This design comes from an exercise in tuning for small area and few clock cycles on the open sky130 flow, not from production work. RTL that was checked went through simulation tests only; none was proved equivalent to the original. No activity file was given, so power comes from the tool's default toggle rates.

// tracker_dropout_extrapolator
module tracker_dropout_extrapolator (
  input  logic        clk,
  input  logic        rst_n,
  input  logic        in_valid,
  output logic        in_ready,
  input  logic [2:0]  in_tracker_id,
  input  logic        in_measured_ok,
  input  logic [31:0] in_meas_x,
  input  logic [31:0] in_meas_y,
  input  logic [31:0] in_meas_z,
  output logic        out_valid,
  input  logic        out_ready,
  output logic [2:0]  out_tracker,
  output logic        out_valid_pose,
  output logic        out_extrapolated,
  output logic [31:0] out_rep_x,
  output logic [31:0] out_rep_y,
  output logic [31:0] out_rep_z,
  input  logic        cfg_valid,
  output logic        cfg_ready,
  input  logic [7:0]  cfg_max_dropout_frames
);
Size: about 4,500 cells after synthesis, ~1,500 flip-flops, roughly 0.065 mm2 of cells after synthesis.
export LEC_CHECK = 0
export CAP_MARGIN = 20
export CORE_MARGIN = 2
export CORE_UTILIZATION = 40
export SLEW_MARGIN = 20
create_clock -name core_clock -period 12.0 [get_ports {clk}]
run.sh (not shown) runs the stock make flow with config.mk's settings and CLKGATE_MAP_FILE= SYNTH_SCRIPT=/design/flow/synth_recipe.tcl, a recipe that flattens the netlist after the stock synthesis.
Testbench counts at the start, summed over its fixed seeds: cycles 12,016.
Next try:
--- a/flow/config.mk
+++ b/flow/config.mk
@@ -10 +10,2 @@
-export CORE_UTILIZATION = 40
+export CORE_UTILIZATION = 65
+export CTS_BUF_LIST = sky130_fd_sc_hd__clkbuf_4 sky130_fd_sc_hd__clkbuf_8
The new run completed without violations.
Routed wire length came out lower by a few percent.
Total power came out lower by a few percent.
Final area came out lower by a few percent.
Worst setup slack degrades by 63 ps.
Clock-buffer cell count came out higher by 116.
Maximum frequency came out lower slightly.

* * *

Another version of the RTL of tracker_dropout_extrapolator (not shown whole).
Size: about 3700 cells after synthesis, about 1500 flip-flops, about 220 I/O pins.
Settings: LEC_CHECK=0, CAP_MARGIN=20, CORE_MARGIN=2, CORE_UTILIZATION=65, CTS_BUF_LIST=sky130_fd_sc_hd__clkbuf_8, CTS_CLUSTER_DIAMETER=45, CTS_CLUSTER_SIZE=16, SLEW_MARGIN=20; clock period 12.0 ns.
standard.sh (not shown) runs the stock make flow with config.mk's settings and CLKGATE_MAP_FILE= SYNTH_SCRIPT=/design/flow/synth_recipe.tcl, a recipe that flattens the netlist after the stock synthesis.
==> flow/flow/run.sh <==
#!/bin/bash
set -o pipefail
cp standard.sh standard_sh_copy.log 2>/dev/null
export BUFFER_PORTS_ARGS="-buffer_cell sky130_fd_sc_hd__buf_1"
bash standard.sh finish > standard.log 2>&1
Testbench counts at the start, summed over its fixed seeds: cycles 12,016.
==> next run, changes <==
==> flow/run.sh (new file) <==
#!/bin/bash
# synth_recipe.tcl (not shown) runs the flow's synth.tcl, then flattens the netlist and writes it again
# the make line also repeats each setting of config.mk as NAME=value (left out here)
make -C /OpenROAD-flow-scripts/flow DESIGN_CONFIG=/design/flow/config.mk WORK_HOME=/design/flow/orfs CLKGATE_MAP_FILE= SYNTH_SCRIPT=/design/flow/synth_recipe.tcl finish
removed: flow/flow/run.sh
removed: flow/standard.sh
Effect: Die area is unchanged. Cell area goes up by 2.1%. Cell count hardly moves. Via count is about the same. Register-to-register slack improves by 0.32 ns. Worst hold slack is better by 0.012 ns. Routed wire length rises by 1.7%. Count of clock-buffer cells in the layout increases by 5. Clock power grows by about 1%.
==> next run, changes <==
==> flow/flow/run.sh (new file) <==
#!/bin/bash
set -o pipefail
cp standard.sh standard_sh_copy.log 2>/dev/null
export BUFFER_PORTS_ARGS="-buffer_cell sky130_fd_sc_hd__buf_1"
bash standard.sh finish > standard.log 2>&1
==> flow/standard.sh (new file) <==
#!/bin/bash
# synth_recipe.tcl (not shown) runs the flow's synth.tcl, then flattens the netlist and writes it again
# the make line also repeats each setting of config.mk as NAME=value (left out here)
make -C /OpenROAD-flow-scripts/flow DESIGN_CONFIG=/design/flow/config.mk WORK_HOME=/design/flow/orfs CLKGATE_MAP_FILE= SYNTH_SCRIPT=/design/flow/synth_recipe.tcl "${@:-finish}"
Settings changed: CAP_MARGIN 20 to 5, SLEW_MARGIN 20 to 5.
removed: flow/run.sh
After rerunning: The new run finished clean. Synthesized cell count is unchanged. Die area stays the same. Final area goes down by 2.0%. Setup slack improved by 0.14 ns.
==> next run, changes <==
Settings changed: CAP_MARGIN 5 to 20, CTS_CLUSTER_DIAMETER 45 to 50, CTS_CLUSTER_SIZE 16 to 20, SLEW_MARGIN 5 to 20.
Setup slack got worse by 0.020 ns.
Global-route usage is about the same.
Maximum frequency is about the same.
Via count hardly moves.
Cell area hardly moves.
Wire length hardly moves.

* * *

Another version of the RTL of tracker_dropout_extrapolator (not shown whole).
Size: ~62,000 um2 of cells after synthesis.
clock: 12.0 ns
lec_check: 0
cap_margin: 20
core_margin: 2
core_utilization: 65
cts_buf_list: sky130_fd_sc_hd__clkbuf_8 sky130_fd_sc_hd__clkbuf_16
cts_cluster_diameter: 60
cts_cluster_size: 20
slew_margin: 20
run.sh (not shown) runs the stock make flow with config.mk's settings and CLKGATE_MAP_FILE= SYNTH_SCRIPT=/design/flow/synth_recipe.tcl, a recipe that flattens the netlist after the stock synthesis.
Stock flow here: none of the scripts above is used.
Then changed:
CTS_BUF_LIST = sky130_fd_sc_hd__clkbuf_8   (was sky130_fd_sc_hd__clkbuf_8 sky130_fd_sc_hd__clkbuf_16)
CTS_CLUSTER_DIAMETER = 45   (was 60)
CTS_CLUSTER_SIZE = 16   (was 20)
Outcome:
- hold slack got worse by 0.0087 ns
- routed wire length stays flat
- sequential power hardly moves
- first-iteration DRC count shrinks by 0.38%
Function was not checked in any run of this note: the RTL went through the layout flow alone.

[separate check: timing with driven ports]
The results above use ideal ports. As a check the final layouts listed here were re-extracted and re-timed, cells and wires unchanged. Step 1: set_driving_cell puts a clkbuf_16 on clk and a buf_2 on each other input, an assumption about the parent block. Step 2 moves the port delays by t, midway between the first and last clock arrival at a register: inputs arrive t later, outputs are due t later. That takes back most of the time a late clock gives input paths. a / b / c = ideal / step 1 / step 2; a / b = the first two.
| run | shift t [ns] | slack for setup (ns) | hold slack, ns | clock arrival spread, ns | cell pins on the clock port's net |
|---|---|---|---|---|---|
| the first run of note 1 | 0.854 | 0.540 / 0.466 / 1.320 | 0.430 / 0.430 / 0.430 | 0.034 / 0.034 | 1 |
| the second run of note 1 | 0.960 | 0.477 / 0.407 / 1.367 | 0.438 / 0.438 / 0.438 | 0.040 / 0.041 | 1 |
| the first run of note 2 | 0.914 | 0.922 / 0.856 / 1.770 | 0.419 / 0.419 / 0.419 | 0.051 / 0.051 | 1 |
| the second run of note 2 | 0.912 | 0.747 / 0.683 / 1.595 | 0.431 / 0.431 / 0.431 | 0.044 / 0.044 | 1 |
| the third run of note 2 | 0.903 | 0.890 / 0.821 / 1.724 | 0.436 / 0.436 / 0.436 | 0.039 / 0.038 | 1 |
| the fourth run of note 2 | 0.915 | 0.870 / 0.803 / 1.718 | 0.443 / 0.443 / 0.443 | 0.046 / 0.045 | 1 |
| the first run of note 3 | 0.765 | 0.876 / 0.803 / 1.568 | 0.442 / 0.442 / 0.442 | 0.032 / 0.032 | 1 |
| the second run of note 3 | 0.893 | 0.691 / 0.624 / 1.517 | 0.433 / 0.433 / 0.433 | 0.042 / 0.043 | 1 |
After both steps setup and hold are still met in every run listed.
